This is an optimization exercise on Yosys and OpenROAD, whose aim is small area, a short achievable clock period and few clock cycles per item, not a production implementation.
Where RTL was checked, it was by simulation tests only, not by an equivalence proof against the original.
No functional check of the RTL was part of runs 1, 2 and 4.
Power figures rest on the tool's default switching activity, not on a simulated workload.

--- flow/flow/run.sh ---
#!/bin/bash
# Standard layout (the standard.sh: standard synthesis through finish),
# with one change: ports get a small plain buffer (buf_1/buf_2) rather than
# the delay buffer buffer_ports picks by default. Every input and output port
# is still buffered, and the resizer may still upsize these buffers.
set -euo pipefail
export BUFFER_PORTS_ARGS="-buffer_cell sky130_fd_sc_hd__buf_1"
bash standard.sh finish > standard_sh.log 2>&1
--- flow/standard.sh ---
#!/bin/bash
# synth_recipe.tcl (not shown) runs the flow's synth.tcl, then flattens the netlist and writes it again
# the make line also repeats each setting of config.mk as NAME=value (left out here)
make -C /OpenROAD-flow-scripts/flow DESIGN_CONFIG=/design/flow/config.mk WORK_HOME=/design/flow/orfs CLKGATE_MAP_FILE= SYNTH_SCRIPT=/design/flow/synth_recipe.tcl "${@:-finish}"
--- flow/config.mk ---
export PLATFORM = sky130hd
export DESIGN_NAME = systolic_top
export DESIGN_NICKNAME = systolic_top
export VERILOG_FILES = /design/flow/design.v
export SDC_FILE = /design/flow/constraint.sdc
export NUM_CORES = 4
export LEC_CHECK = 0
export CAP_MARGIN = 20
export CORE_MARGIN = 2
export CORE_UTILIZATION = 40
export SETUP_SLACK_MARGIN = 3.0
export SLEW_MARGIN = 20
--- flow/constraint.sdc ---
create_clock -name core_clock -period 5.0 [get_ports {clk}]
set_input_delay 1.0000 -clock core_clock [delete_from_list [all_inputs] [get_ports {clk}]]
set_output_delay 1.0000 -clock core_clock [all_outputs]
set_load 0.01 [all_outputs]
--- flow/design.v ---
`timescale 1ns/1ps
`default_nettype none
package systolic_pkg;
	localparam int DATA_W = 8;
	localparam int N_ROWS = 3;
	localparam int N_COLS = 4;
	localparam int N_OBLI = N_ROWS + N_COLS - 1;
endpackage
`default_nettype wire
`timescale 1ns/1ps
`default_nettype none
module booth_csd (
	input wire logic [3:0] one,
	input wire logic [3:0] two,
	input wire logic [3:0] neg,
	input wire logic [7:0] o,
	output logic [7:0] s,
	output logic [7:0] c,
	output logic [7:0] d,
	output logic [0:0] e
);
	wire p0_0, p0_1, p0_2, p0_3, p0_4, p0_5, p0_6, p0_7, p1_0, p1_1, p1_2, p1_3, p1_4, p1_5, p2_0, p2_1, p2_2, p2_3, p3_0, p3_1;
	wire t1, t2, t3, t4, t5, t6, t7, t8, t9, t10, t11, t12, t13, t14, t15, t16, t17, t18, t19, t20, t21;
	assign p0_0 = ((one[0] & o[0]) | 1'b0) ^ neg[0];
	assign p0_1 = ((one[0] & o[1]) | (two[0] & o[0])) ^ neg[0];
	assign p0_2 = ((one[0] & o[2]) | (two[0] & o[1])) ^ neg[0];
	assign p0_3 = ((one[0] & o[3]) | (two[0] & o[2])) ^ neg[0];
	assign p0_4 = ((one[0] & o[4]) | (two[0] & o[3])) ^ neg[0];
	assign p0_5 = ((one[0] & o[5]) | (two[0] & o[4])) ^ neg[0];
	assign p0_6 = ((one[0] & o[6]) | (two[0] & o[5])) ^ neg[0];
	assign p0_7 = ((one[0] & o[7]) | (two[0] & o[6])) ^ neg[0];
	assign p1_0 = ((one[1] & o[0]) | 1'b0) ^ neg[1];
	assign p1_1 = ((one[1] & o[1]) | (two[1] & o[0])) ^ neg[1];
	assign p1_2 = ((one[1] & o[2]) | (two[1] & o[1])) ^ neg[1];
	assign p1_3 = ((one[1] & o[3]) | (two[1] & o[2])) ^ neg[1];
	assign p1_4 = ((one[1] & o[4]) | (two[1] & o[3])) ^ neg[1];
	assign p1_5 = ((one[1] & o[5]) | (two[1] & o[4])) ^ neg[1];
	assign p2_0 = ((one[2] & o[0]) | 1'b0) ^ neg[2];
	assign p2_1 = ((one[2] & o[1]) | (two[2] & o[0])) ^ neg[2];
	assign p2_2 = ((one[2] & o[2]) | (two[2] & o[1])) ^ neg[2];
	assign p2_3 = ((one[2] & o[3]) | (two[2] & o[2])) ^ neg[2];
	assign p3_0 = ((one[3] & o[0]) | 1'b0) ^ neg[3];
	assign p3_1 = ((one[3] & o[1]) | (two[3] & o[0])) ^ neg[3];
	assign t1 = neg[0] ^ p0_0;
	assign t2 = neg[0] & p0_0;
	assign t3 = p0_1 ^ t2;
	assign t4 = p0_1 & t2;
	assign t5 = neg[1] ^ p0_2 ^ p1_0;
	assign t6 = (neg[1] & p0_2) | (neg[1] & p1_0) | (p0_2 & p1_0);
	assign t7 = t4 ^ t5;
	assign t8 = t4 & t5;
	assign t9 = p0_3 ^ p1_1;
	assign t10 = p0_3 & p1_1;
	assign t11 = neg[2] ^ p0_4 ^ p1_2;
	assign t12 = (neg[2] & p0_4) | (neg[2] & p1_2) | (p0_4 & p1_2);
	assign t13 = p0_5 ^ p1_3;
	assign t14 = p0_5 & p1_3;
	assign t15 = neg[3] ^ p0_6 ^ p1_4;
	assign t16 = (neg[3] & p0_6) | (neg[3] & p1_4) | (p0_6 & p1_4);
	assign t17 = p2_2 ^ p3_0;
	assign t18 = p2_2 & p3_0;
	assign t19 = p0_7 ^ p1_5;
	assign t20 = p2_3 ^ p3_1;
	assign t21 = t19 ^ t20;
	assign s[0] = t1;
	assign s[1] = t3;
	assign s[2] = t7;
	assign s[3] = t6;
	assign s[4] = p2_0;
	assign s[5] = p2_1;
	assign s[6] = t14;
	assign s[7] = t21;
	assign c[0] = 1'b0;
	assign c[1] = 1'b0;
	assign c[2] = 1'b0;
	assign c[3] = t8;
	assign c[4] = t10;
	assign c[5] = t12;
	assign c[6] = t15;
	assign c[7] = t16;
	assign d[0] = 1'b0;
	assign d[1] = 1'b0;
	assign d[2] = 1'b0;
	assign d[3] = t9;
	assign d[4] = t11;
	assign d[5] = t13;
	assign d[6] = t17;
	assign d[7] = t18;
endmodule
module csa_q1 (
	input wire logic [7:0] a,
	input wire logic [7:0] b_s,
	input wire logic [7:0] b_c,
	input wire logic [7:0] b_d,
	input wire logic [0:0] e,
	output logic [7:0] s,
	output logic [7:0] c
);
	wire t1, t2, t3, t4, t5, t6, t7, t8, t9, t10, t11, t12, t13, t14, t15, t16, t17, t18, t19, t20, t21, t22, t23, t24, t25, t26, t27, t28, t29, t30, t31, t32;
	assign t1 = a[0] ^ b_s[0] ^ b_c[0];
	assign t2 = (a[0] & b_s[0]) | (a[0] & b_c[0]) | (b_s[0] & b_c[0]);
	assign t3 = a[1] ^ b_s[1] ^ b_c[1];
	assign t4 = (a[1] & b_s[1]) | (a[1] & b_c[1]) | (b_s[1] & b_c[1]);
	assign t5 = b_d[1] ^ t2;
	assign t6 = b_d[1] & t2;
	assign t7 = a[2] ^ b_s[2] ^ b_c[2];
	assign t8 = (a[2] & b_s[2]) | (a[2] & b_c[2]) | (b_s[2] & b_c[2]);
	assign t9 = b_d[2] ^ t4 ^ t7;
	assign t10 = (b_d[2] & t4) | (b_d[2] & t7) | (t4 & t7);
	assign t11 = a[3] ^ b_s[3] ^ b_c[3];
	assign t12 = (a[3] & b_s[3]) | (a[3] & b_c[3]) | (b_s[3] & b_c[3]);
	assign t13 = b_d[3] ^ t8 ^ t11;
	assign t14 = (b_d[3] & t8) | (b_d[3] & t11) | (t8 & t11);
	assign t15 = a[4] ^ b_s[4] ^ b_c[4];
	assign t16 = (a[4] & b_s[4]) | (a[4] & b_c[4]) | (b_s[4] & b_c[4]);
	assign t17 = b_d[4] ^ t12 ^ t15;
	assign t18 = (b_d[4] & t12) | (b_d[4] & t15) | (t12 & t15);
	assign t19 = a[5] ^ b_s[5] ^ b_c[5];
	assign t20 = (a[5] & b_s[5]) | (a[5] & b_c[5]) | (b_s[5] & b_c[5]);
	assign t21 = b_d[5] ^ t16 ^ t19;
	assign t22 = (b_d[5] & t16) | (b_d[5] & t19) | (t16 & t19);
	assign t23 = a[6] ^ b_s[6] ^ b_c[6];
	assign t24 = (a[6] & b_s[6]) | (a[6] & b_c[6]) | (b_s[6] & b_c[6]);
	assign t25 = b_d[6] ^ t20 ^ t23;
	assign t26 = (b_d[6] & t20) | (b_d[6] & t23) | (t20 & t23);
	assign t27 = a[7] ^ b_s[7];
	assign t28 = b_c[7] ^ b_d[7];
	assign t29 = e[0] ^ t27;
	assign t30 = t28 ^ t24;
	assign t31 = t29 ^ t30;
	assign t32 = t31 ^ t26;
	assign s[0] = b_d[0];
	assign s[1] = t3;
	assign s[2] = t6;
	assign s[3] = t10;
	assign s[4] = t14;
	assign s[5] = t18;
	assign s[6] = t22;
	assign s[7] = t32;
	assign c[0] = t1;
	assign c[1] = t5;
	assign c[2] = t9;
	assign c[3] = t13;
	assign c[4] = t17;
	assign c[5] = t21;
	assign c[6] = t25;
	assign c[7] = 1'b0;
endmodule
module csa_s2 (
	input wire logic [7:0] a_s,
	input wire logic [7:0] a_c,
	input wire logic [7:0] b_s,
	input wire logic [7:0] b_c,
	input wire logic [7:0] b_d,
	input wire logic [0:0] e,
	output logic [7:0] s,
	output logic [7:0] c
);
	wire t1, t2, t3, t4, t5, t6, t7, t8, t9, t10, t11, t12, t13, t14, t15, t16, t17, t18, t19, t20, t21, t22, t23, t24, t25, t26, t27, t28, t29, t30, t31, t32, t33, t34, t35, t36, t37, t38, t39, t40, t41, t42, t43, t44, t45, t46, t47, t48;
	assign t1 = a_s[0] ^ a_c[0] ^ b_s[0];
	assign t2 = (a_s[0] & a_c[0]) | (a_s[0] & b_s[0]) | (a_c[0] & b_s[0]);
	assign t3 = b_c[0] ^ b_d[0];
	assign t4 = b_c[0] & b_d[0];
	assign t5 = a_s[1] ^ a_c[1] ^ b_s[1];
	assign t6 = (a_s[1] & a_c[1]) | (a_s[1] & b_s[1]) | (a_c[1] & b_s[1]);
	assign t7 = b_c[1] ^ b_d[1] ^ t4;
	assign t8 = (b_c[1] & b_d[1]) | (b_c[1] & t4) | (b_d[1] & t4);
	assign t9 = t2 ^ t5;
	assign t10 = t2 & t5;
	assign t11 = a_s[2] ^ a_c[2] ^ b_s[2];
	assign t12 = (a_s[2] & a_c[2]) | (a_s[2] & b_s[2]) | (a_c[2] & b_s[2]);
	assign t13 = b_c[2] ^ b_d[2] ^ t6;
	assign t14 = (b_c[2] & b_d[2]) | (b_c[2] & t6) | (b_d[2] & t6);
	assign t15 = t11 ^ t8 ^ t10;
	assign t16 = (t11 & t8) | (t11 & t10) | (t8 & t10);
	assign t17 = a_s[3] ^ a_c[3] ^ b_s[3];
	assign t18 = (a_s[3] & a_c[3]) | (a_s[3] & b_s[3]) | (a_c[3] & b_s[3]);
	assign t19 = b_c[3] ^ b_d[3] ^ t12;
	assign t20 = (b_c[3] & b_d[3]) | (b_c[3] & t12) | (b_d[3] & t12);
	assign t21 = t17 ^ t14 ^ t19;
	assign t22 = (t17 & t14) | (t17 & t19) | (t14 & t19);
	assign t23 = a_s[4] ^ a_c[4] ^ b_s[4];
	assign t24 = (a_s[4] & a_c[4]) | (a_s[4] & b_s[4]) | (a_c[4] & b_s[4]);
	assign t25 = b_c[4] ^ b_d[4] ^ t18;
	assign t26 = (b_c[4] & b_d[4]) | (b_c[4] & t18) | (b_d[4] & t18);
	assign t27 = t23 ^ t20 ^ t25;
	assign t28 = (t23 & t20) | (t23 & t25) | (t20 & t25);
	assign t29 = a_s[5] ^ a_c[5] ^ b_s[5];
	assign t30 = (a_s[5] & a_c[5]) | (a_s[5] & b_s[5]) | (a_c[5] & b_s[5]);
	assign t31 = b_c[5] ^ b_d[5] ^ t24;
	assign t32 = (b_c[5] & b_d[5]) | (b_c[5] & t24) | (b_d[5] & t24);
	assign t33 = t29 ^ t26 ^ t31;
	assign t34 = (t29 & t26) | (t29 & t31) | (t26 & t31);
	assign t35 = a_s[6] ^ a_c[6] ^ b_s[6];
	assign t36 = (a_s[6] & a_c[6]) | (a_s[6] & b_s[6]) | (a_c[6] & b_s[6]);
	assign t37 = b_c[6] ^ b_d[6] ^ t30;
	assign t38 = (b_c[6] & b_d[6]) | (b_c[6] & t30) | (b_d[6] & t30);
	assign t39 = t35 ^ t32 ^ t37;
	assign t40 = (t35 & t32) | (t35 & t37) | (t32 & t37);
	assign t41 = a_s[7] ^ a_c[7];
	assign t42 = b_s[7] ^ b_c[7];
	assign t43 = b_d[7] ^ e[0];
	assign t44 = t41 ^ t42;
	assign t45 = t43 ^ t36;
	assign t46 = t44 ^ t45;
	assign t47 = t38 ^ t46;
	assign t48 = t47 ^ t40;
	assign s[0] = t1;
	assign s[1] = t7;
	assign s[2] = t13;
	assign s[3] = t16;
	assign s[4] = t22;
	assign s[5] = t28;
	assign s[6] = t34;
	assign s[7] = t48;
	assign c[0] = t3;
	assign c[1] = t9;
	assign c[2] = t15;
	assign c[3] = t21;
	assign c[4] = t27;
	assign c[5] = t33;
	assign c[6] = t39;
	assign c[7] = 1'b0;
endmodule
`default_nettype wire
`timescale 1ns/1ps
`default_nettype none
module systolic_top (
	input wire logic clk,
	input wire logic rst,
	input wire logic [23:0] horz_data,
	input wire logic [2:0] horz_we,
	output logic [2:0] horz_wrdy,
	input wire logic [47:0] obli_data,
	input wire logic [5:0] obli_we,
	output logic [5:0] obli_wrdy,
	output logic [7:0] dout,
	output logic dout_en
);
	logic [7:0] hl [3];
	logic [2:0] hl_e;
	logic [7:0] ol [6];
	logic [5:0] ol_e;
	logic [7:0] hw [3];
	logic [2:0] hw_v;
	logic [3:0] c0;
	logic s0_v, s1_v;
	logic [3:0] s0_c, s1_c;
	logic [7:0] p_s [3];
	logic [7:0] p_c [3];
	logic [7:0] p_d [3];
	logic [0:0] p_e [3];
	logic a_d, v2_d, v3_d;
	logic [7:0] q0, q1_s, q1_c, s2_s, s2_c;
	logic [7:0] o_op [3];
	logic [7:0] m_s [3];
	logic [7:0] m_c [3];
	logic [7:0] m_d [3];
	logic [0:0] m_e [3];
	logic [7:0] t_q0, n1_s, n1_c, n2_s, n2_c;
	logic av0, av1, av2;
	logic adv, go0;
	logic [2:0] fin, hw_ld;
	logic [5:0] o_use;
	logic [3:0] enc_one [3];
	logic [3:0] enc_two [3];
	logic [3:0] enc_neg [3];
	assign s0_c = {c0[0], c0[3:1]};
	always_comb begin
		for (int r = 0; r < 3; r++) begin
			o_op[r] = '0;
		end
		av0 = 1'b0;
		av1 = 1'b0;
		av2 = 1'b0;
		for (int c = 0; c < 4; c++) begin
			o_op[0] = o_op[0] | ({8{c0[c]}} & ol[c]);
			o_op[1] = o_op[1] | ({8{s0_c[c]}} & ol[c + 1]);
			o_op[2] = o_op[2] | ({8{s1_c[c]}} & ol[c + 2]);
			av0 = av0 | (c0[c] & ~ol_e[c]);
			av1 = av1 | (s0_c[c] & ~ol_e[c + 1]);
			av2 = av2 | (s1_c[c] & ~ol_e[c + 2]);
		end
		av0 = av0 & hw_v[0];
		av1 = av1 & hw_v[1];
		av2 = av2 & hw_v[2];
		adv = ~(~c0[0] & ~av0) & ~(s0_v & ~av1) & ~(s1_v & ~av2);
		go0 = adv & av0;
		o_use = '0;
		for (int c = 0; c < 4; c++) begin
			o_use[c] = o_use[c] | (go0 & c0[c]);
			o_use[c + 1] = o_use[c + 1] | (adv & s0_v & s0_c[c]);
			o_use[c + 2] = o_use[c + 2] | (adv & s1_v & s1_c[c]);
		end
		fin[0] = go0 & c0[3];
		fin[1] = adv & s0_v & s0_c[3];
		fin[2] = adv & s1_v & s1_c[3];
		for (int r = 0; r < 3; r++) begin
			hw_ld[r] = ~hl_e[r] & (~hw_v[r] | fin[r]);
		end
	end
	assign t_q0 = p_s[0] + p_c[0] + p_d[0];
	always_comb begin
		for (int r = 0; r < 3; r++) begin
			for (int i = 0; i < 4; i++) begin
				logic b2, b1, b0;
				b2 = hw[r][2*i+1];
				b1 = hw[r][2*i];
				b0 = (i == 0) ? 1'b0 : hw[r][2*i-1];
				enc_one[r][i] = b1 ^ b0;
				enc_two[r][i] = (b2 & ~b1 & ~b0) | (~b2 & b1 & b0);
				enc_neg[r][i] = b2 & ~(b1 & b0);
			end
		end
	end
	always_ff @(posedge clk) begin
		if (!rst) begin
			hl_e <= '1;
			ol_e <= '1;
			hw_v <= '0;
			c0 <= 4'b0001;
			s0_v <= 1'b0;
			s1_v <= 1'b0;
			a_d <= 1'b0;
			v2_d <= 1'b0;
			v3_d <= 1'b0;
			dout_en <= 1'b0;
		end else begin
			hl_e <= (hl_e & ~horz_we) | hw_ld;
			ol_e <= (ol_e & ~obli_we) | o_use;
			hw_v <= hw_ld | (hw_v & ~fin);
			if (go0) c0 <= {c0[2:0], c0[3]};
			if (adv) begin
				s0_v <= go0;
				s1_v <= s0_v;
			end
			a_d <= adv;
			v2_d <= adv & s1_v;
			v3_d <= v2_d;
			dout_en <= v3_d;
		end
	end
	always_ff @(posedge clk) begin
		for (int r = 0; r < 3; r++) begin
			if (horz_we[r]) hl[r] <= horz_data[8*r +: 8];
			if (hw_ld[r]) hw[r] <= hl[r];
			p_s[r] <= m_s[r];
			p_c[r] <= m_c[r];
			p_d[r] <= m_d[r];
			p_e[r] <= m_e[r];
		end
		for (int k = 0; k < 6; k++) begin
			if (obli_we[k]) ol[k] <= obli_data[8*k +: 8];
		end
		if (adv) begin
			s1_c <= s0_c;
		end
		if (a_d) begin
			q0 <= t_q0 ^ {p_e[0], 7'd0};
			q1_s <= n1_s;
			q1_c <= n1_c;
		end
		s2_s <= n2_s;
		s2_c <= n2_c;
		dout <= s2_s + s2_c;
	end
	for (genvar r = 0; r < 3; r++) begin : g_row
		booth_csd u_mul (
			.one(enc_one[r]),
			.two(enc_two[r]),
			.neg(enc_neg[r]),
			.o(o_op[r]),
			.s(m_s[r]),
			.c(m_c[r]),
			.d(m_d[r]),
			.e(m_e[r])
		);
	end
	csa_q1 u_add1 (.a(q0), .b_s(p_s[1]), .b_c(p_c[1]), .b_d(p_d[1]), .e(p_e[1]), .s(n1_s), .c(n1_c));
	csa_s2 u_add2 (.a_s(q1_s), .a_c(q1_c), .b_s(p_s[2]), .b_c(p_c[2]), .b_d(p_d[2]), .e(p_e[2]),
		.s(n2_s), .c(n2_c));
	assign horz_wrdy = hl_e;
	assign obli_wrdy = ol_e;
endmodule
`default_nettype wire
==> results of run 1 <==
-- cells by family after synthesis --
kind of cell             Yosys count  synth area share [%]
multiplexers                       5                 0.587
buffers and inverters             81                  3.68
AND/OR/NAND/NOR                  129                  7.46
adder cells (fa/ha/maj)           70                  12.3
flip-flops                       210                  60.1
AO/OA/AOI/OAI                    125                  10.5
XOR/XNOR                          55                  5.38
-- sequential cells by signal (all words and copies together), names as in the netlist --
name	cells
p_d	13
p_c	14
hw	24
v2_d	1
dout	8
s2_c	6
dout_en	1
ol	46
q0	7
q1_c	7
hl_e	3
p_s	22
ol_e	6
q1_s	6
hw_v	3
v3_d	1
s1_v	1
a_d	1
s2_s	7
s0_v	1
hl	24
c0	4
s1_c	4
-- cell type report --
cell class	count	area [um2]	share of cell area (%)
Multi-Input combinational cell	384	3510	31.4
Inverter	56	215	1.93
Tap cell	280	350	3.14
Clock buffer	29	629	5.64
Timing Repair Buffer	150	876	7.85
Clock inverter	15	150	1.35
Sequential cell	210	5430	48.6
-- cells in the mapped netlist (all sizes together), types with 3 or more instances --
cell type    n
edfxtp     118
dfxtp       92
nand2       59
inv         56
xnor2       46
a22oi       42
ha          40
o21ai       32
fa          30
nor2b       21
nand3       20
a22o        16
clkbuf      15
a21oi       10
buf         10
xor2         9
a222oi       7
nand2b       7
nand3b       6
nor2         6
and2         5
a221o        4
mux2i        3
o41ai        3
-- what timing repair did --
item / 4_1_cts / 5_1_grt
buffers inserted: 33 / 17
setup endpoints to repair: 80 / 59
hold endpoints to repair: 0 / 0
pin swaps: 21 / 28
gates resized for setup: 76 / 50
gates cloned: 0 / 0
-- stage by stage --
step / setup WS [ps] / area, um2
6_report: 2900 / 11200
3_5_place_dp: 2320 / 9600
4_1_cts: 2910 / 10900
3_3_place_gp: 2310 / 9600
2_1_floorplan: 2990 / 9000
5_1_grt: 2830 / 11200
-- layer usage --
| metal | track usage [%] | wire length (um) |
|---|---|---|
| met1 | 18.9 | 7590 |
| met2 | 26.0 | 8940 |
| met3 | 3.02 | 1010 |
| met4 | 4.76 | 479 |
| met5 | 0 | 0 |
-- power breakdown --
group / switching, W / internal (W) / leakage, nW / total [W]
clock network: 0.000676 / 0.00101 / 0.380 / 0.00168
logic: 0.000590 / 0.000560 / 2.13 / 0.00115
registers: 0.000159 / 0.00221 / 1.92 / 0.00237
-- worst max-delay path, stage by stage, from the launching register on --
cell and delay, ps:
sky130_fd_sc_hd__dfxtp_4 380, sky130_fd_sc_hd__buf_6 140, sky130_fd_sc_hd__a222oi_1 430, sky130_fd_sc_hd__buf_4 230, sky130_fd_sc_hd__nand2_4 60, sky130_fd_sc_hd__o21ai_2 120
sky130_fd_sc_hd__a22o_1 190, sky130_fd_sc_hd__fa_1 420
-- worst max-delay path by stage --
stage,from,to,cells after the start
6_report,c0[2],p_c[1][6],7
5_1_grt,c0[2],p_c[1][6],7
4_1_cts,ol[2][2],p_d[1][4],6
3_5_place_dp,c0[3],p_d[1][4],5
3_3_place_gp,c0[3],p_d[1][4],5
2_1_floorplan,c0[2],p_d[0][4],6
==> flow_results.org, run 1 <==
** Global route
- The via count of the first global-routing pass was about 5600.
- Entering global routing, the biggest net connects 23 pins.
- Wire length of the first global-routing pass :: 28.3 mm
- Global routing used 15.0% of the available tracks.
- After global routing the overflow that remains totals 0.
- The initial antenna violation count came to 0.

** Timing
- The clock arrives with about 29 ps of skew.
- Setup total negative slack :: 0 ps
- The max-slew violation count came to 0.
- The worst pin sits at a relative slew slack of 38.0%.
- The routed design could run at a clock period as short as around 2100 ps.
- Setup violations remaining at the end of the flow were counted as 0.
- Setup repair after global routing could not meet its margin everywhere.
- The tightest hold path in the finished design has a slack of ~330 ps.
- F_max :: roughly 480 MHz
- Fraction of the cycle the final worst path needs :: a little over two fifths
- Worst Tran Pin Value :: 929 ps
- Number of hold violations in the final report :: 0

** CTS
- The number of clock buffers added by TritonCTS is 24.
- Clk pin slew, worst setup/hold paths :: 60 ps
- Clock latency at the later pin of the worst-skew pair :: 520 ps
- TritonCTS built the clock tree.
- The tree built by TritonCTS fans out to 210 sinks.
- Max clock buf depth :: 3
- In this run the number of H-tree levels came out at 1.
- Number of hold buffers added after cts :: 0
- Clk Tree Root Cell :: sky130_fd_sc_hd__clkbuf_16

** Final layout
- 0 antenna diodes ended up in the layout.
- The finished layout holds around 1100 standard cells, fillers aside.
- Most frequent standard cell in the layout excluding fill and tap cells :: sky130_fd_sc_hd__edfxtp_1
- Area Growth Syn to Fin :: 24.6%
- The final layout contains slightly below 1000 nets.
- Fraction of layout instances using a drive strength above 1 :: a little over a fifth
- Once layout is complete, the utilization of the core stands at around half.
- The filler cells instantiated in the layout total just under 2000.
- Highest-count cells in the layout ignoring fill and taps :: sky130_fd_sc_hd__edfxtp_1 (118), sky130_fd_sc_hd__buf_1 (86), sky130_fd_sc_hd__dfxtp_1 (79)

** Setup path
- Path depth of the worst reg2reg path :: 7
- Reg-to-Reg End :: p_c[1][6]
- STA puts the critical path data required time at ~5400 ps.
- Worst reg2reg path startpoint :: c0[2]
- Across all register-to-register paths, the minimum setup slack is a little under 3000 ps.
- Worst Setup Start Kind :: register
- Critical path endpoint category :: register
- Crit path DAT :: roughly 2500 ps
- The critical path is of the reg -> reg type.
- In this run the worst path has a maximum fanout of 7.

** Routing
- Routed WL :: 18.0 mm
- Vias :: 5508
- Pre-antenna DRT Iters :: 4
- Dividing the detail-routed via count by the number of cells gives a little under 5.
- DR DRC count :: 0
- In this run, the number of DRC markers left after iteration 0 of detailed routing was between 300 and 400.
- In the final routed layout, each cell accounts on average for 16.0 um.
- Number of routed nets with antenna violations :: 0

** Placed design
- Final weighted congestion of routability-driven global placement :: slightly above 0.8
- After detailed placement, the design holds a cell count of around 1000.
- Final HPWL DP :: about 12 mm
- In this run the tool buffered the top-level ports with 98 buffer cells.

** Flow run
- Count of max-cap constraint violations :: 0

** Synth
- Fraction of registers with async set/reset :: 0%
- FF+latch count, synth :: 210
- Top cell type by total area after synthesis :: sky130_fd_sc_hd__edfxtp_1
- Number of enable flip-flop cells after synthesis :: 118
- Of the post-synthesis cell area, the dominant cell type holds roughly two fifths.
- Ranked by total cell area, the synthesized netlist is headed by sky130_fd_sc_hd__edfxtp_1 (40%), sky130_fd_sc_hd__dfxtp_1 (21%), sky130_fd_sc_hd__fa_1 (6.7%), sky130_fd_sc_hd__ha_1 (5.6%), sky130_fd_sc_hd__xnor2_1 (4.5%).
- After synthesis, the mean cell area works out to around 13 um2.
- Post-synthesis sequential area ratio :: between 60% and 70%
- The most used flip-flop cell after synthesis is sky130_fd_sc_hd__edfxtp_1.
- The number of different library cells used by synthesis comes to 51.
- Number of standard cells after synthesis :: ~680
- Summing every instance area after synthesis gives roughly 9000 um2.
- The number of nets in the synthesized netlist is about 830.
- Total of warnings raised by yosys :: 30

** Worst hold path
- Startpoint of the tightest hold check path :: s2_c[1]
- The worst hold path passes through 0 cells.
- For hold timing, the worst endpoint is dout[1].
- In this run the worst hold path is classified as reg -> reg.

** Floorplanning
- The die covers ~24000 um2.
- Number of cell rows :: 54
- The core region is around 22000 um2.
- Height of the die :: ~150 um
- The die is about 150 um wide.
- Io pins :: 101
- Initial Util :: between 40% and 50%

** Power
- LEAKAGE :: roughly 4.4 nW
- Overall Power :: about 0.0052 W
- The worst-case IR drop observed on VDD is a little over 0.0003 V.
- In this run the power density over the cells is 466 nW/um2.

** Run status
- Run status :: complete, no violations
==> run 2, diff against run 1 <==
--- a/flow/config.mk
+++ b/flow/config.mk
@@ -10,3 +10,3 @@
 export CORE_UTILIZATION = 40
-export SETUP_SLACK_MARGIN = 3.0
+export SETUP_SLACK_MARGIN = 2.8
 export SLEW_MARGIN = 20
==> flow_results.org, run 2 <==
** Run status
- Run status: complete, no violations (unchanged).

** Synth
- The number of distinct library cells after synthesis was 51 (unchanged).
- Number of enable flip-flop cells after synthesis :: 118 (unchanged)
- Basic-gate share of the synthesized area counting and, or, nand and nor cells :: 7.46% (unchanged)
- Total of warnings raised by yosys :: 30 (unchanged)
- Area share of the leading cell type in the synthesized netlist :: 39.6% (unchanged)
- The largest family of logic cells by synthesized area is adder cells (unchanged).
- The share of flip-flops with an asynchronous set or reset came to 0% (unchanged).
- The most frequently used cell type in the post-synthesis netlist is sky130_fd_sc_hd__edfxtp_1 (unchanged).
- The dominant cell type by area after synthesis is sky130_fd_sc_hd__edfxtp_1 (unchanged).
- Area contributors post-synth: sky130_fd_sc_hd__edfxtp_1 (40%), sky130_fd_sc_hd__dfxtp_1 (21%), sky130_fd_sc_hd__fa_1 (6.7%), sky130_fd_sc_hd__ha_1 (5.6%), sky130_fd_sc_hd__xnor2_1 (4.5%) (unchanged).
- The multiplexer fraction of the synthesized cell area was 0.587% (unchanged).
- FF+latch count, synth :: 210 (unchanged)
- Leading post-synthesis cells by instance count :: sky130_fd_sc_hd__edfxtp_1 (118), sky130_fd_sc_hd__dfxtp_1 (92), sky130_fd_sc_hd__nand2_1 (57), sky130_fd_sc_hd__inv_1 (55), sky130_fd_sc_hd__xnor2_1 (46) (unchanged)
- The main flop type after synthesis is sky130_fd_sc_hd__edfxtp_1 (unchanged).
- The net count after synthesis was 828 (unchanged).
- The post-synthesis instance total is 675 (unchanged).
- The portion of the post-synthesis area used by sequential elements is 60.1% (unchanged).
- The area of the mapped netlist came to 8950 um2 (unchanged).
- Post-synthesis xor/xnor area fraction :: 5.38% (unchanged)
- The post-synthesis adder-cell area fraction was 12.3% (unchanged).
- Synthesized area per cell :: 13.3 um2 (unchanged)
- Area fraction in compound gates after synthesis :: 10.5% (unchanged)

** CTS
- The library cell used as clock root buffer is sky130_fd_sc_hd__clkbuf_16 (unchanged).
- Number of hold buffers added after cts :: 0 (unchanged)
- # H-tree levels :: 1 (unchanged)
- The CTS tree is done (unchanged).
- Clock latency at the later pin of the worst-skew pair :: 520 ps (about the same)
- The CTS clock-pin slew for the worst setup and hold paths came to 60 ps (about the same).
- TritonCTS sink count :: 210 (unchanged)
- The number of buffers between clock root and the deepest sink was 3 (unchanged).
- The total CTS buffers came to 24 (unchanged).

** Final layout
- Highest-count cells in the layout ignoring fill and taps :: sky130_fd_sc_hd__edfxtp_1 (118), sky130_fd_sc_hd__buf_1 (98), sky130_fd_sc_hd__dfxtp_1 (85) (was sky130_fd_sc_hd__edfxtp_1 (118), sky130_fd_sc_hd__buf_1 (86), sky130_fd_sc_hd__dfxtp_1 (79))
- Most frequent standard cell in the layout excluding fill and tap cells :: sky130_fd_sc_hd__edfxtp_1 (unchanged)
- Register ranked first by flip-flop count :: ol (unchanged)
- Ant. Diodes :: 0 (unchanged)
- The count of fill cells added during filler insertion was 1954 (was 1936).
- The area used by multi-input combinational logic is 3320 um2 (was 3510 um2).
- The sequential standard cell area is 5400 um2 (was 5430 um2).
- Area Growth Syn to Fin :: 19.2% (was 24.6%)
- Largest registers: ol (46), hl (24), hw (24) (unchanged).
- Max FFs per register :: 46 (unchanged)
- The total number of nets in the final design is 951 (was 979).
- The share of the core filled with cells in the final layout was 48.8% (was 51.0%).
- Fraction of layout instances using a drive strength above 1 :: 11.9% (was 21.8%)

** Setup path
- Critical path's top delay family :: flip-flops (was compound AO/OA/AOI/OAI gates)
- The number of buffer and inverter instances along the worst setup path came to 1 (was 2).
- The critical path's largest stage delay is 440 ps (was 430 ps).
- The highest-delay cell along the critical path is sky130_fd_sc_hd__dfxtp_1 (was sky130_fd_sc_hd__a222oi_1).
- Crit path DAT :: 1140 ps (was 2480 ps)
- The biggest fanout along the worst timing path came to 5 (was 7).
- Required time reported for the critical path endpoint :: 4000 ps (was 5380 ps)
- The endpoint type of the worst setup path was a primary output (was register).
- Sequence of cells on the critical path :: buf_1 (was buf_6, a222oi_1, buf_4, nand2_4, o21ai_2, a22o_1, fa_1)
- The sort of element at the start of the critical path is a register (unchanged).
- Crit Path Class :: reg -> out (was reg -> reg)

** Worst hold path
- Class of the most critical hold timing path :: reg -> reg (unchanged)

** Global route
- The total global routing overflow is 0 (unchanged).
- The initial antenna violation count is 0 (unchanged).
- The first-pass GRT wire length was 26.8 mm (was 28.3 mm).
- The largest net degree at the start of global routing was 23 (unchanged).
- The total routing resource utilization after global routing came to 14.2% (was 15.0%).
- The via count of the first global-routing pass came to 5208 (was 5551).

** Power
- The switching part of the total power was 26.6% (was 27.4%).
- Power Internal :: 0.00380 W (was 0.00378 W)
- Sw Pwr :: 0.00138 W (was 0.00143 W)
- The maximum resistive drop on vdd came to 0.000287 V (was 0.000305 V).
- LEAKAGE :: 4.22 nW (was 4.43 nW)
- Power density cells :: 485 nW/um2 (was 466 nW/um2)
- The power share of the sequential group is 45.7% (was 45.5%).
- The combinational fraction of design power was 20.7% (was 22.1%).
- Proportion of power drawn by the clock network :: 33.5% (was 32.4%)

** Flow run
- Count of max-cap constraint violations :: 0 (unchanged)

** Timing
- The number of hold violations in the final report came to 0 (unchanged).
- Final slew viol count :: 0 (unchanged)
- The worst-margin pin slew was 925 ps (was 929 ps).
- Setup slack after layout :: 2860 ps (was 2900 ps)
- F_max :: 467 MHz (was 475 MHz)
- Total of endpoints with negative setup slack in the final report :: 0 (unchanged)
- The worst slew margin relative to its limit came to 38.2% (was 38.0%).
- The largest clock skew in the final design was 32.1 ps (was 28.6 ps).
- Fraction of the cycle the final worst path needs :: 42.8% (was 42.1%)
- Setup total negative slack :: 0 ps (unchanged)
- Setup repair after global routing missed its margin :: true (unchanged)
- Post-layout minimum cycle time :: 2140 ps (was 2100 ps)

** Floorplanning
- Floorplan die width :: 154 um (unchanged)
- The floorplan die area was 23600 um2 (unchanged).
- The starting density of the core came to 40.9% (unchanged).
- Io pins :: 101 (unchanged)
- Number of cell rows :: 54 (unchanged)
- Core outline area :: 21900 um2 (unchanged)
- Height of the die :: 154 um (unchanged)

** Routing
- The total number of vias is 5335 (was 5508).
- The number of iterations in the first detailed-routing pass was 6 (was 4).
- The number of nets with antenna violations after routing was 0 (unchanged).
- The routed length on met2 came to 7.95 mm (was 8.94 mm).
- DR top layer :: met4 (unchanged)
- The detailed-route vias per instance came to 4.87 (was 4.90).
- DR DRC count :: 0 (unchanged)
- Iter 0 DRT Violations :: 367 (was 398)
- The routed length on met3 is 893 um (was 1.01 mm).
- M1 wire length :: 7.44 mm (was 7.59 mm)
- Average wire per standard cell :: 15.4 um (was 16.0 um)
- The wire length after detailed routing came to 16.9 mm (was 18.0 mm).

** Placed design
- The number of input and output port buffers inserted is 98 (unchanged).
- The worst slack after detailed placement is 2260 ps (was 2320 ps).
- Final weighted congestion of routability-driven global placement :: 0.805 (was 0.820)
- The placed wire-length estimate after detailed placement is 12.6 mm (was 12.5 mm).
## run 2: cells by family after synthesis
| group | Yosys count |
|---|---|
| AO/OA/AOI/OAI | 125 |
| multiplexers | 5 |
| buffers and inverters | 81 |
| AND/OR/NAND/NOR | 129 |
| XOR/XNOR | 55 |
| adder cells (fa/ha/maj) | 70 |
| flip-flops | 210 |
## run 2: what timing repair did
| item | CTS | global route |
|---|---|---|
| endpoints found under the setup margin | 51 | 22 |
| resized for setup | 14 | 14 |
| buffers inserted | 12 | 10 |
| pin swaps | 7 | 5 |
| hold endpoints to repair | 0 | 0 |
## run 2: routing by layer
layer,track usage (%),vias to the layer above
li1,-,2643
met2,23.2,142
met1,18.9,2514
met3,2.87,36
met5,0,-
met4,5.24,0
## run 2: final timing paths
kind	depth (start not counted)	end	slack [ps]	start
max	1	horz_wrdy[0]	2860	hl_e[0]
min	0	dout[1]	330	s2_c[1]
max reg2reg	9	hw[2][6]	2860	s1_c[2]
min reg2reg	0	dout[1]	330	s2_c[1]
## run 2: cell type report
class	instances	share of cell area [%]
sequential	210	50.6
tap	280	3.28
multi-input combinational	384	31.1
clock inverter	7	0.703
timing repair buffer	122	5.37
inverter	56	1.99
clock buffer	37	6.96
## run 2: through the flow
step                      hold WS (ps)  total power [W]  cell area [um2]  cells
after CTS                          332          0.00525            10600   1086
after global routing               343          0.00551            10700   1096
after global placement             315          0.00344             9580   1030
after detailed placement           320          0.00348             9580   1030
final                              328          0.00518            10700   1096
after floorplan                    310          0.00316             8960    675
## run 2: power by group through the flow
stage	Clock (W)	Combinational, W	Sequential [W]
5_1_grt	0.00186	0.00126	0.00240
3_5_place_dp	0	0.00107	0.00242
2_1_floorplan	0	0.000798	0.00237
6_report	0.00174	0.00107	0.00237
4_1_cts	0.00179	0.00109	0.00237
3_3_place_gp	0	0.00103	0.00241
==> run 3, diff against run 2 <==
--- a/flow/design.v
+++ b/flow/design.v
@@ -88,2 +88,3 @@
 	assign d[7] = t18;
+	assign e[0] = 1'b0;
 endmodule
==> flow_results.org, run 3 <==
** CTS
- The library cell used as clock root buffer is sky130_fd_sc_hd__clkbuf_16 (unchanged).
- The insertion delay to the later sink of the worst-skew pair is 520 ps (about the same).
- The CTS clock-pin slew for the worst setup and hold paths is 60 ps (about the same).
- The number of sinks on the clock net was 218 (was 210).
- Number of hold buffers added after cts :: 0 (unchanged)
- The number of H-tree levels was 1 (unchanged).
- Number of buffers inserted during clock tree synthesis :: 24 (unchanged)
- The CTS tree is done (unchanged).
- The number of buffers between clock root and the deepest sink is 3 (unchanged).

** Synth
- The number of synthesized flops with an enable pin is 121 (was 118).
- The number of distinct library cells after synthesis is 51 (unchanged).
- The portion of the post-synthesis area used by sequential elements was 58.5% (was 60.1%).
- The post-synthesis instance total came to 726 (was 675).
- Area contributors post-synth :: sky130_fd_sc_hd__edfxtp_1 (38%), sky130_fd_sc_hd__dfxtp_1 (20%), sky130_fd_sc_hd__fa_1 (6.7%), sky130_fd_sc_hd__xnor2_1 (5.8%), sky130_fd_sc_hd__ha_1 (5.8%) (was sky130_fd_sc_hd__edfxtp_1 (40%), sky130_fd_sc_hd__dfxtp_1 (21%), sky130_fd_sc_hd__fa_1 (6.7%), sky130_fd_sc_hd__ha_1 (5.6%), sky130_fd_sc_hd__xnor2_1 (4.5%))
- Basic-gate share of the synthesized area counting and, or, nand and nor cells :: 7.30% (was 7.46%)
- Adder and majority cell fraction of the synthesized area :: 12.5% (was 12.3%)
- Post-synthesis xor/xnor area fraction :: 6.25% (was 5.38%)
- Area fraction in compound gates after synthesis :: 10.3% (was 10.5%)
- The flip-flop and latch count after synthesis came to 218 (was 210).
- The dominant cell type by area after synthesis is sky130_fd_sc_hd__edfxtp_1 (unchanged).
- Most common flop cell mapped by yosys :: sky130_fd_sc_hd__edfxtp_1 (unchanged)
- Synthesized Nets :: 885 (was 828)
- The most frequently used cell type in the post-synthesis netlist was sky130_fd_sc_hd__edfxtp_1 (unchanged).
- Synthesized area per cell :: 13.1 um2 (was 13.3 um2)
- Fraction of registers with async set/reset :: 0% (unchanged)
- Leading post-synthesis cells by instance count: sky130_fd_sc_hd__edfxtp_1 (121), sky130_fd_sc_hd__dfxtp_1 (97), sky130_fd_sc_hd__xnor2_1 (63), sky130_fd_sc_hd__nand2_1 (58) (was sky130_fd_sc_hd__edfxtp_1 (118), sky130_fd_sc_hd__dfxtp_1 (92), sky130_fd_sc_hd__nand2_1 (57), sky130_fd_sc_hd__inv_1 (55), sky130_fd_sc_hd__xnor2_1 (46)).
- The area of the mapped netlist is 9520 um2 (was 8950 um2).
- The share of Yosys cell area claimed by the top area cell type came to 38.2% (was 39.6%).
- The multiplexer fraction of the synthesized cell area was 1.47% (was 0.587%).
- The largest family of logic cells by synthesized area was adder cells (unchanged).
- Total of warnings raised by yosys :: 27 (was 30)

** Run status
- Run status :: complete, no violations (unchanged)

** Placed design
- The worst slack after detailed placement was 2370 ps (was 2260 ps).
- The number of input and output port buffers inserted was 100 (was 98).
- The placed wire-length estimate after detailed placement is 14.5 mm (was 12.6 mm).
- The instance count after placement with tap cells included came to 1118 (was 1030).
- Final weighted congestion of routability-driven global placement :: 0.911 (was 0.805)

** Global route
- Overflow after GRT :: 0 (unchanged)
- The total routing resource utilization after global routing came to 15.7% (was 14.2%).
- Initial antenna violation count :: 1 (was 0)
- The first-pass GRT wire length is 30.0 mm (was 26.8 mm).
- GR Util met3 :: 3.48% (was 2.87%)
- Vias in the first global route :: 5602 (was 5208)
- Met2 Track Usage GR :: 25.7% (was 23.2%)
- The largest net degree at the start of global routing came to 25 (was 23).
- The layer with the highest usage after global routing is met2 (unchanged).
- Global Route met1 Usage :: 20.5% (was 18.9%)

** Timing
- The highest attainable clock frequency was 466 MHz (was 467 MHz).
- Worst-case clock skew :: 30.9 ps (was 32.1 ps)
- Setup repair after global routing missed its margin: true (unchanged).
- Worst-case headroom to the max-slew limit :: 39.9% (was 38.2%)
- Fraction of the cycle the final worst path needs :: 43.0% (was 42.8%)
- The number of hold violations in the final report was 0 (unchanged).
- The final-report setup violation count is 0 (unchanged).
- Setup slack after layout :: 2850 ps (was 2860 ps)
- Final slew viol count :: 0 (unchanged)
- The final period demand of the worst path was 2150 ps (was 2140 ps).
- Setup total negative slack :: 0 ps (unchanged)
- The worst-margin pin slew is 900 ps (was 925 ps).

** Final layout
- The share of final-layout standard cells stronger than drive strength 1 came to 10.4% (was 11.9%).
- Ant. Diodes :: 0 (unchanged)
- The synthesis-to-finish area growth was 16.4% (was 19.2%).
- Max FFs per register :: 48 (was 46)
- The largest register by flop count is ol (unchanged).
- The most common library cell in the layout ignoring fill and taps is sky130_fd_sc_hd__edfxtp_1 (unchanged).
- Final cell count without fillers :: 1172 (was 1096)
- The total number of nets in the final design was 994 (was 951).
- The share of the core filled with cells in the final layout came to 47.4% (was 48.8%).
- Highest-count cells in the layout ignoring fill and taps :: sky130_fd_sc_hd__edfxtp_1 (121), sky130_fd_sc_hd__buf_1 (98), sky130_fd_sc_hd__dfxtp_1 (88) (was sky130_fd_sc_hd__edfxtp_1 (118), sky130_fd_sc_hd__buf_1 (98), sky130_fd_sc_hd__dfxtp_1 (85))

** Power
- Sequential cell fraction of total power :: 46.7% (was 45.7%)
- The switching power total was 0.00150 W (was 0.00138 W).
- Max VDD drop :: 0.000304 V (was 0.000287 V)
- The internal power summed over all cells is 0.00381 W (was 0.00380 W).
- Power density cells :: 480 nW/um2 (was 485 nW/um2)
- Proportion of power drawn by the clock network :: 29.1% (was 33.5%)
- The overall power consumption was 0.00532 W (was 0.00518 W).
- The combinational fraction of design power came to 24.3% (was 20.7%).
- LEAKAGE :: 4.31 nW (was 4.22 nW)
- Share of total power consumed by net switching :: 28.3% (was 26.6%)

** Routing
- The initial DRC count was 334 (was 367).
- The final routed wire length divided by cell count was 16.2 um (was 15.4 um).
- The wire length after detailed routing was 18.9 mm (was 16.9 mm).
- The total number of vias is 5695 (was 5335).
- The number of iterations in the first detailed-routing pass is 6 (unchanged).
- DR DRC count :: 0 (unchanged)
- The detailed-route vias per instance is 4.86 (was 4.87).
- The number of nets with antenna violations after routing was 0 (unchanged).

** Flow run
- Count of max-cap constraint violations :: 0 (unchanged)

** Floorplanning
- The starting density of the core came to 40.7% (was 40.9%).
- The total number of placement rows was 56 (was 54).
- The die extent in x came to 158 um (was 154 um).
- Io pins :: 101 (unchanged)
- The core box area came to 23400 um2 (was 21900 um2).
- Height of the die :: 158 um (was 154 um)
- The floorplan die area came to 25100 um2 (was 23600 um2).

** Setup path
- Crit Path Class :: reg -> reg (was reg -> out)
- Critical path endpoint category :: register (was primary output)
- The biggest fanout along the worst timing path was 7 (was 5).
- Worst Setup Start Kind :: register (unchanged)
- The data required time at the worst endpoint is 5370 ps (was 4000 ps).
- Crit path DAT :: 2520 ps (was 1140 ps)

** Worst hold path
- The worst min-delay path class is reg -> reg (unchanged).
-- run 3: cell count changes after synthesis, sizes merged, moves of 5 or more --
cell	change
xnor2	+17
a22oi	+15
mux2i	+11
o21ai	-8
a222oi	-5
dfxtp	+5
-- run 3: cell families after synthesis --
kind of cell / after synthesis
adder cells (fa/ha/maj): 76
multiplexers: 14
XOR/XNOR: 68
flip-flops: 218
buffers and inverters: 84
AO/OA/AOI/OAI: 131
AND/OR/NAND/NOR: 135
-- run 3: path summary, 6_finish.rpt --
check                              start  cells after the start         to  slack, ps
worst min register to register   s2_s[0]                      0    dout[0]        330
worst min-delay path             s2_s[0]                      0    dout[0]        330
worst max-delay path            ol[1][2]                      5  p_d[1][4]       2850
worst max register to register  ol[1][2]                      5  p_d[1][4]       2850
-- run 3: final cells by class --
cell class              count  area (um2)
fillers                  2160       12300
flip-flops and latches    218        5600
multi-input cells         424        3700
clock buffers              30         623
repair buffers            110         465
well taps                 319         399
inverters                  57         216
clock inverters            14        78.8
-- run 3: layer usage --
metal / share of wire [%] / vias to the layer above / routed length, um
met5: 0 / - / 0
met3: 5.6 / 37 / 1070
met4: 3.1 / 0 / 585
met1: 44 / 2706 / 8350
li1: - / 2806 / -
met2: 47 / 146 / 8940
-- run 3: stage by stage --
step | instance area, um2 | hold slack (ps)
2_1_floorplan | 9530 | 310
3_3_place_gp | 10200 | 313
3_5_place_dp | 10200 | 318
4_1_cts | 11000 | 332
5_1_grt | 11100 | 333
6_report | 11100 | 330
-- run 3: critical path, cell delays in order (launching register included) --
cell and delay, ps:
sky130_fd_sc_hd__edfxtp_1 400, sky130_fd_sc_hd__a22oi_1 350, sky130_fd_sc_hd__nand3_1 350, sky130_fd_sc_hd__a22oi_1 270
sky130_fd_sc_hd__xnor2_1 170, sky130_fd_sc_hd__fa_1 450
-- run 3: power by group through the flow --
stage                     Clock, W  Combinational (W)  Sequential [W]
after detailed placement         0            0.00127         0.00253
final                      0.00155            0.00129         0.00248
after global routing       0.00167            0.00151         0.00253
after floorplan                  0           0.000949         0.00248
after CTS                  0.00159            0.00131         0.00249
after global placement           0            0.00124         0.00252
-- run 3: repair_timing --
action	4_1_cts	5_1_grt
setup buffers	7	3
gates cloned	0	0
setup endpoints to repair	35	32
gates resized for setup	20	20
pin swaps	11	8
Testbench counts of run 3, summed over its fixed seeds: cycles 3,925, sets 960.
==> run 4, diff against run 3 <==
--- a/flow/design.v
+++ b/flow/design.v
@@ -88,3 +88,2 @@
 	assign d[7] = t18;
-	assign e[0] = 1'b0;
 endmodule
--- a/flow/config.mk
+++ b/flow/config.mk
@@ -10,2 +10,3 @@
 export CORE_UTILIZATION = 40
+export CTS_BUF_LIST = sky130_fd_sc_hd__clkbuf_8 sky130_fd_sc_hd__clkbuf_16
 export SETUP_SLACK_MARGIN = 2.8
==> flow_results.org, run 4 <==
** Run status
- Run status :: complete, no violations (unchanged)

** Routing
- The detailed-route vias per instance is 4.86 (about the same).
- DR DRC count :: 0 (unchanged)
- Routed WL :: 16.9 mm (was 18.9 mm)
- The number of nets with antenna violations after routing came to 0 (unchanged).
- Pre-antenna DRT Iters :: 5 (was 6)
- Vias :: 5328 (was 5695)
- Iter 0 DRT Violations :: 366 (was 334)
- Average wire per standard cell :: 15.4 um (was 16.2 um)

** Synth
- The share of Yosys cell area claimed by the top area cell type was 39.6% (was 38.2%).
- Most instantiated library cell after synthesis :: sky130_fd_sc_hd__edfxtp_1 (unchanged)
- Leading post-synthesis cells by instance count: sky130_fd_sc_hd__edfxtp_1 (118), sky130_fd_sc_hd__dfxtp_1 (92), sky130_fd_sc_hd__nand2_1 (57), sky130_fd_sc_hd__inv_1 (55), sky130_fd_sc_hd__xnor2_1 (46) (was sky130_fd_sc_hd__edfxtp_1 (121), sky130_fd_sc_hd__dfxtp_1 (97), sky130_fd_sc_hd__xnor2_1 (63), sky130_fd_sc_hd__nand2_1 (58)).
- The main flop type after synthesis is sky130_fd_sc_hd__edfxtp_1 (unchanged).
- Total of warnings raised by yosys :: 30 (was 27)
- The area of the mapped netlist came to 8950 um2 (was 9520 um2).
- Synthesized area per cell :: 13.3 um2 (was 13.1 um2)
- The number of synthesized flops with an enable pin was 118 (was 121).
- Synthesized Nets :: 828 (was 885)
- The share of flip-flops with an asynchronous set or reset came to 0% (unchanged).
- The number of distinct library cells after synthesis came to 51 (unchanged).
- The post-synthesis instance total is 675 (was 726).
- Area contributors post-synth: sky130_fd_sc_hd__edfxtp_1 (40%), sky130_fd_sc_hd__dfxtp_1 (21%), sky130_fd_sc_hd__fa_1 (6.7%), sky130_fd_sc_hd__ha_1 (5.6%), sky130_fd_sc_hd__xnor2_1 (4.5%) (was sky130_fd_sc_hd__edfxtp_1 (38%), sky130_fd_sc_hd__dfxtp_1 (20%), sky130_fd_sc_hd__fa_1 (6.7%), sky130_fd_sc_hd__xnor2_1 (5.8%), sky130_fd_sc_hd__ha_1 (5.8%)).
- FF+latch count, synth :: 210 (was 218)
- The portion of the post-synthesis area used by sequential elements came to 60.1% (was 58.5%).
- Top cell type by total area after synthesis :: sky130_fd_sc_hd__edfxtp_1 (unchanged)

** Placed design
- Final weighted congestion of routability-driven global placement :: 0.805 (was 0.911)
- Final HPWL DP :: 12.6 mm (was 14.5 mm)
- The number of input and output port buffers inserted came to 98 (was 100).

** Global route
- All-Layer GR Usage :: 14.2% (was 15.7%)
- Initial antenna violation count :: 0 (was 1)
- The total global routing overflow came to 0 (unchanged).
- Gr busiest metal :: met2 (unchanged)
- The met3 track demand over resource in global routing came to 2.87% (was 3.48%).
- Global Route met1 Usage :: 18.9% (was 20.5%)
- Met2 Track Usage GR :: 23.2% (was 25.7%)
- The first-pass GRT wire length is 26.8 mm (was 30.0 mm).
- The largest net degree at the start of global routing came to 23 (was 25).
- The via count of the first global-routing pass was 5208 (was 5602).

** Timing
- The worst hold margin was 328 ps (was 330 ps).
- The final-report setup violation count is 0 (unchanged).
- Setup total negative slack :: 0 ps (unchanged)
- Post-layout minimum cycle time :: 2160 ps (was 2150 ps)
- The highest attainable clock frequency is 462 MHz (was 466 MHz).
- The worst slew margin relative to its limit was 38.2% (was 39.9%).
- Fraction of the cycle the final worst path needs :: 43.3% (was 43.0%)
- The worst-margin pin slew was 925 ps (was 900 ps).
- The largest clock skew in the final design is 32.0 ps (was 30.9 ps).
- Number of hold violations in the final report :: 0 (unchanged)
- Setup repair after global routing missed its margin: true (unchanged).
- The max-slew violation count was 0 (unchanged).

** Final layout
- Max FFs per register :: 46 (was 48)
- The largest register by flop count is ol (unchanged).
- The number of diodes was 0 (unchanged).
- Final core occ :: 48.8% (was 47.4%)
- Highest-count cells in the layout ignoring fill and taps: sky130_fd_sc_hd__edfxtp_1 (118), sky130_fd_sc_hd__buf_1 (98), sky130_fd_sc_hd__dfxtp_1 (85) (was sky130_fd_sc_hd__edfxtp_1 (121), sky130_fd_sc_hd__buf_1 (98), sky130_fd_sc_hd__dfxtp_1 (88)).
- Largest registers :: ol (46), hl (24), hw (24)
- Area Growth Syn to Fin :: 19.2% (was 16.4%)
- Net count, final :: 951 (was 994)
- The most common library cell in the layout ignoring fill and taps is sky130_fd_sc_hd__edfxtp_1 (unchanged).
- Fraction of layout instances using a drive strength above 1 :: 11.9% (was 10.4%)

** Setup path
- The signal arrival time at the worst endpoint is 2540 ps (was 2520 ps).
- Required time reported for the critical path endpoint :: 5370 ps (about the same)
- Worst Setup Start Kind :: register (unchanged)
- The endpoint type of the worst setup path is a register (unchanged).
- The category of the critical setup timing path is reg -> reg (unchanged).
- Crit-path max FO :: 9 (was 7)

** CTS
- The hold buffer count at cts was 0 (unchanged).
- TritonCTS clock tree :: done (unchanged)
- # H-tree levels :: 1 (unchanged)
- Number of buffers inserted during clock tree synthesis :: 24 (unchanged)
- Max clock buf depth :: 3 (unchanged)
- Clock latency at the later pin of the worst-skew pair :: 520 ps (about the same)
- The CTS clock-pin slew for the worst setup and hold paths was 60 ps (about the same).
- Clk Tree Root Cell :: sky130_fd_sc_hd__clkbuf_16 (unchanged)
- The number of sinks on the clock net is 210 (was 218).

** Floorplanning
- The die height was 154 um (was 158 um).
- Core outline area :: 21900 um2 (was 23400 um2)
- Io pins :: 101 (unchanged)
- Number of cell rows :: 54 (was 56)
- Floorplan die width :: 154 um (was 158 um)
- Die area :: 23600 um2 (was 25100 um2)
- Initial Util :: 40.9% (was 40.7%)

** Power
- The leakage power of the design came to 4.25 nW (was 4.31 nW).
- The maximum resistive drop on vdd came to 0.000287 V (was 0.000304 V).
- Power density cells :: 484 nW/um2 (was 480 nW/um2)
- The internal power summed over all cells came to 0.00379 W (was 0.00381 W).
- Proportion of power drawn by the clock network :: 33.4% (was 29.1%)
- Sw Pwr :: 0.00138 W (was 0.00150 W)
- Comb power frac :: 20.8% (was 24.3%)
- The power share of the sequential group is 45.9% (was 46.7%).
- The switching part of the total power was 26.7% (was 28.3%).

** Worst hold path
- The worst min-delay path class is reg -> reg (unchanged).

** Flow run
- The total of max-cap violations is 0 (unchanged).
[run 4: logic make-up after synthesis]
logic type | Yosys count | share of synthesized area [%]
simple gates | 129 | 7.46
compound gates | 125 | 10.5
flops | 210 | 60.1
xor+xnor | 55 | 5.38
fa+ha+maj | 70 | 12.3
mux | 5 | 0.587
buf+inv | 81 | 3.68
[run 4: worst paths after layout]
kind | from | to | slack [ps] | cells after the start
worst max-delay path | s1_c[0] | p_d[2][4] | 2840 | 6
worst min-delay path | s2_c[1] | dout[1] | 330 | 0
worst max register to register | s1_c[0] | p_d[2][4] | 2840 | 6
worst min register to register | s2_c[1] | dout[1] | 330 | 0
[run 4: power by group through the flow]
stage                     logic, W  clock network, W  registers (W)
after detailed placement   0.00107                 0        0.00242
final                      0.00107           0.00172        0.00237
after CTS                  0.00109           0.00177        0.00237
after floorplan           0.000798                 0        0.00237
after global placement     0.00103                 0        0.00241
after global routing       0.00126           0.00184        0.00240
[run 4: final cells by class]
class                   instances  area (um2)
clock buffers                  30         717
clock inverters                14         101
fillers                      1954       11200
inverters                      56         213
multi-input cells             384        3320
flip-flops and latches        210        5400
well taps                     280         350
repair buffers                122         573
[run 4: metrics by stage]
| stage | cell area [um2] | total power [W] | std cells | setup slack [ps] |
|---|---|---|---|---|
| floorplan | 8960 | 0.00316 | 675 | 2950 |
| global placement | 9580 | 0.00344 | 1030 | 2300 |
| detailed placement | 9580 | 0.00348 | 1030 | 2260 |
| CTS | 10600 | 0.00524 | 1086 | 2770 |
| global route | 10700 | 0.00550 | 1096 | 2750 |
| finish | 10700 | 0.00517 | 1096 | 2840 |
[run 4: routing by layer]
layer	share of wire, %	wire (um)	up-vias
li1	-	-	2643
met1	44	7450	2511
met2	47	7950	138
met3	5.3	889	36
met4	3.6	608	0
met5	0	0	-
[run 4: timing repair]
| item | in CTS | in global routing |
|---|---|---|
| gates resized for setup | 14 | 14 |
| hold endpoints to repair | 0 | 0 |
| buffers inserted | 12 | 10 |
| endpoints found under the setup margin | 51 | 22 |
| cloned | 0 | 0 |
| pin swaps | 7 | 5 |
[run 4: worst max-delay path: stages, from the launching register on]
cell and delay [ps]:
sky130_fd_sc_hd__edfxtp_1 410, sky130_fd_sc_hd__buf_4 200, sky130_fd_sc_hd__a22oi_1 360, sky130_fd_sc_hd__nand2_2 170, sky130_fd_sc_hd__a22oi_1 260, sky130_fd_sc_hd__xnor2_1 170
sky130_fd_sc_hd__fa_1 450
==> run 5, diff against run 4 <==
--- a/flow/design.v
+++ b/flow/design.v
@@ -88,2 +88,3 @@
 	assign d[7] = t18;
+	assign e[0] = 1'b0;
 endmodule
==> flow/flow/run.sh (replaced) <==
#!/bin/bash
# Standard layout (the standard.sh: standard synthesis through finish),
# with two changes to how the layout is made:
# - ports get a small plain buffer (buf_1) rather than the delay buffer that
#   buffer_ports picks by default; every input and output port is still
#   buffered, and the resizer may still upsize these buffers;
# - clock tree synthesis clusters up to 30 registers per leaf buffer and
#   inserts no dummy loads.
set -euo pipefail
export BUFFER_PORTS_ARGS="-buffer_cell sky130_fd_sc_hd__buf_1"
export CTS_ARGS="-sink_clustering_enable -repair_clock_nets -dont_use_dummy_load -sink_clustering_size 30 -sink_clustering_max_diameter 80"
bash standard.sh finish > standard_sh.log 2>&1
--- a/flow/config.mk
+++ b/flow/config.mk
@@ -10,4 +10,3 @@
 export CORE_UTILIZATION = 40
-export CTS_BUF_LIST = sky130_fd_sc_hd__clkbuf_8 sky130_fd_sc_hd__clkbuf_16
-export SETUP_SLACK_MARGIN = 2.8
+export SETUP_SLACK_MARGIN = 2.7
 export SLEW_MARGIN = 20
==> flow_results.org, run 5 <==
** Final layout
- The share of final-layout standard cells stronger than drive strength 1 was 6.80% (was 11.9%).
- The most common library cell in the layout ignoring fill and taps was sky130_fd_sc_hd__edfxtp_1 (unchanged).
- The flip-flop count of the largest register, all copies and words added came to 48 (was 46).
- Highest-count cells in the layout ignoring fill and taps :: sky130_fd_sc_hd__edfxtp_1 (121), sky130_fd_sc_hd__buf_1 (100), sky130_fd_sc_hd__dfxtp_1 (93) (was sky130_fd_sc_hd__edfxtp_1 (118), sky130_fd_sc_hd__buf_1 (98), sky130_fd_sc_hd__dfxtp_1 (85))
- The total number of nets in the final design came to 984 (was 951).

** Synth
- The post-synthesis adder-cell area fraction was 12.5% (was 12.3%).
- Area share of the leading cell type in the synthesized netlist :: 38.2% (was 39.6%)
- The dominant cell type by area after synthesis is sky130_fd_sc_hd__edfxtp_1 (unchanged).
- The area of the mapped netlist came to 9520 um2 (was 8950 um2).
- The compound-gate portion of the synthesized area came to 10.3% (was 10.5%).
- Leading post-synthesis cells by instance count :: sky130_fd_sc_hd__edfxtp_1 (121), sky130_fd_sc_hd__dfxtp_1 (97), sky130_fd_sc_hd__xnor2_1 (63), sky130_fd_sc_hd__nand2_1 (58) (was sky130_fd_sc_hd__edfxtp_1 (118), sky130_fd_sc_hd__dfxtp_1 (92), sky130_fd_sc_hd__nand2_1 (57), sky130_fd_sc_hd__inv_1 (55), sky130_fd_sc_hd__xnor2_1 (46))
- The portion of the post-synthesis area used by sequential elements was 58.5% (was 60.1%).
- The count of synthesis-stage warnings from yosys was 27 (was 30).
- Largest family of logic cells by synthesized area :: adder cells (unchanged)
- Most instantiated library cell after synthesis :: sky130_fd_sc_hd__edfxtp_1 (unchanged)
- The net count after synthesis is 885 (was 828).
- Fraction of registers with async set/reset :: 0% (unchanged)
- The post-synthesis instance total came to 726 (was 675).
- Multiplexer fraction of the synthesized cell area :: 1.47% (was 0.587%)
- The main flop type after synthesis is sky130_fd_sc_hd__edfxtp_1 (unchanged).
- Count of unique library cells instantiated by Yosys :: 51 (unchanged)

** Floorplanning
- The floorplan die area was 25100 um2 (was 23600 um2).
- Io pins :: 101 (unchanged)
- The starting density of the core is 40.7% (was 40.9%).
- Core outline area :: 23400 um2 (was 21900 um2)
- The die height came to 158 um (was 154 um).
- Floorplan die width :: 158 um (was 154 um)
- Number of cell rows :: 56 (was 54)

** Power
- The internal power summed over all cells came to 0.00343 W (was 0.00379 W).
- The switching part of the total power was 28.5% (was 26.7%).
- Power density cells :: 448 nW/um2 (was 484 nW/um2)
- The combinational fraction of design power came to 26.6% (was 20.8%).
- Sequential cell fraction of total power :: 51.8% (was 45.9%)
- Sw Pwr :: 0.00137 W (was 0.00138 W)
- The relative contribution of the clock network to total power is 21.6% (was 33.4%).

** Placed design
- The global placement routability congestion came to 0.862 (was 0.805).
- The placed wire-length estimate after detailed placement is 14.0 mm (was 12.6 mm).
- The number of input and output port buffers inserted came to 100 (was 98).
- Number of cells in the design after placement :: 1118 (was 1030)

** Routing
- Average wire per standard cell :: 16.1 um (was 15.4 um)
- The initial DRC count was 415 (was 366).
- The detailed-route vias per instance is 4.87 (was 4.86).
- Routed WL :: 18.4 mm (was 16.9 mm)
- Pre-antenna DRT Iters :: 5 (unchanged)

** Setup path
- The critical path's largest stage delay was 440 ps (was 450 ps).
- Sequence of cells on the critical path: inv_1, fa_2, inv_2, fa_1, fa_2, xnor2_2, xnor2_1, xnor2_1 (was buf_4, a22oi_1, nand2_2, a22oi_1, xnor2_1, fa_1).
- The data required time at the worst endpoint came to 5360 ps (was 5370 ps).
- Critical path endpoint category :: register (unchanged)
- The category of the critical setup timing path is reg -> reg (unchanged).
- The sort of element at the start of the critical path is a register (unchanged).
- Crit path DAT :: 2580 ps (was 2540 ps)

** CTS
- # H-tree levels :: 1 (unchanged)
- Clock latency at the later pin of the worst-skew pair :: 500 ps (was 520 ps)
- TritonCTS clock tree :: done (unchanged)
- Number of hold buffers added after cts :: 0 (unchanged)
- Number of buffers inserted during clock tree synthesis :: 14 (was 24)

** Timing
- Setup repair after global routing missed its margin: true (unchanged).
- Total of endpoints with negative setup slack in the final report :: 0 (unchanged)
- The max-slew violation count came to 0 (unchanged).
- Worst Tran Pin Value :: 917 ps (was 925 ps)
- The accumulated negative setup slack is 0 ps (unchanged).
- The worst hold margin came to 312 ps (was 328 ps).
- Number of hold violations in the final report :: 0 (unchanged)

** Global route
- The initial antenna violation count is 0 (unchanged).
- Met2 Track Usage GR :: 25.2% (was 23.2%)
- The total routing resource utilization after global routing was 15.2% (was 14.2%).
- Global Route met1 Usage :: 21.0% (was 18.9%)
- Largest net degree at the start of global routing :: 31 (was 23)
- The layer with the highest usage after global routing was met2 (unchanged).

** Flow run
- Count of max-cap constraint violations :: 0 (unchanged)

** Run status
- Run status: complete, no violations (unchanged).
## run 5: cell types whose count changed after synthesis, moves of 5 or more
cell,before,now
sky130_fd_sc_hd__a22oi_1,41,56
sky130_fd_sc_hd__dfxtp_1,92,97
sky130_fd_sc_hd__xnor2_1,46,63
sky130_fd_sc_hd__o21ai_0,30,22
sky130_fd_sc_hd__a222oi_1,7,2
sky130_fd_sc_hd__mux2i_1,3,14
## run 5: worst reg2reg max path: cells and delay by family, from the launching register on
family | cells | cell delay [ps]
buffers and inverters | 2 | 110
flip-flops | 1 | 310
adder cells (fa/ha/maj) | 3 | 1240
XOR/XNOR | 3 | 460
## run 5: timing repair
item	in CTS	in global routing
pin swaps	1	9
resized for setup	10	15
endpoints found under the setup margin	24	25
buffers inserted	6	4
hold endpoints to repair	0	0
## run 5: cells by family (layout without fill, tap and decap cells)
| kind of cell | Yosys count | count (layout) |
|---|---|---|
| flip-flops | 218 | 218 |
| AND/OR/NAND/NOR | 135 | 135 |
| AO/OA/AOI/OAI | 131 | 131 |
| buffers and inverters | 84 | 181 |
| adder cells (fa/ha/maj) | 76 | 76 |
| XOR/XNOR | 68 | 68 |
| multiplexers | 14 | 14 |
## run 5: power by group through the flow
stage,sequential [W],clock (W),combinational (W)
after global routing,0.00252,0.00114,0.00150
after floorplan,0.00247,0,0.000949
after CTS,0.00249,0.00108,0.00127
after detailed placement,0.00253,0,0.00125
after global placement,0.00252,0,0.00123
final,0.00248,0.00103,0.00127
## run 5: final timing paths
check,from,to,slack (ps),cells past startpoint
setup / recovery,p_s[2][5],s2_s[7],2770,8
hold / removal,s2_s[0],dout[0],310,0
setup reg to reg,p_s[2][5],s2_s[7],2770,8
hold reg to reg,s2_s[0],dout[0],310,0
## run 5: through the flow
stage / power, W / cell area [um2] / setup WS (ps) / utilization (%)
CTS: 0.00484 / 10600 / 2700 / 45.4
global route: 0.00515 / 10700 / 2680 / 45.7
global placement: 0.00375 / 10200 / 2130 / 43.5
detailed placement: 0.00378 / 10200 / 2060 / 43.5
floorplan: 0.00342 / 9520 / 2770 / -
finish: 0.00479 / 10700 / 2770 / 45.7
## run 5: cell type report
| class | count | area, um2 |
|---|---|---|
| clock buffer | 14 | 350 |
| tap | 319 | 399 |
| inverter | 57 | 216 |
| fill | 2149 | 12700 |
| timing repair buffer | 110 | 463 |
| sequential | 218 | 5590 |
| multi-input combinational | 424 | 3670 |
## run 5: per-layer routing
layer	part of all wire, %	vias to the layer above
met5	0	-
met4	2.2	0
met3	4.8	22
met2	47	157
met1	46	2636
li1	-	2748
Testbench counts of run 5, summed over its fixed seeds: cycles 3,925, sets 960.

-- what the ideal ports hide --
The flow's constraints put no driver on any port. The routed layouts listed below were extracted and timed again, unchanged, in two steps.
Step 1 sets driving cells, clkbuf_16 on the clock port and buf_2 on the other inputs (assumed; they add their load-dependent delay and slew).
Step 2 adds t to the input delays and takes it off the output delays; t is the mean of the earliest and latest rising clock arrival at the registers after step 1. Input paths then give back, and output paths get back, about the clock's delay inside the block.
Slacks: no drivers / after step 1 / after step 2; pairs: no drivers / after step 1.
run | t (ns) | slack for setup (ns) | slew at the worst register clock pin (ns) | worst data-port slew with drivers (ns) | cell pins on the clock port's net
run 1 | 0.555 | 2.897 / 2.897 / 2.664 | 0.06 / 0.06 | 0.05 | 1
run 2 | 0.553 | 2.858 / 2.811 / 2.642 | 0.06 / 0.06 | 0.04 | 1
run 3 | 0.556 | 2.852 / 2.825 / 2.566 | 0.06 / 0.06 | 0.06 | 1
run 4 | 0.553 | 2.837 / 2.810 / 2.643 | 0.06 / 0.06 | 0.04 | 1
run 5 | 0.507 | 2.775 / 2.775 / 2.662 | 0.11 / 0.11 | 0.04 | 1
After both steps every run listed still meets setup and hold. The setup slack of run 3, which loses most, moves by -0.027 ns with the drivers and by -0.286 ns with both steps.
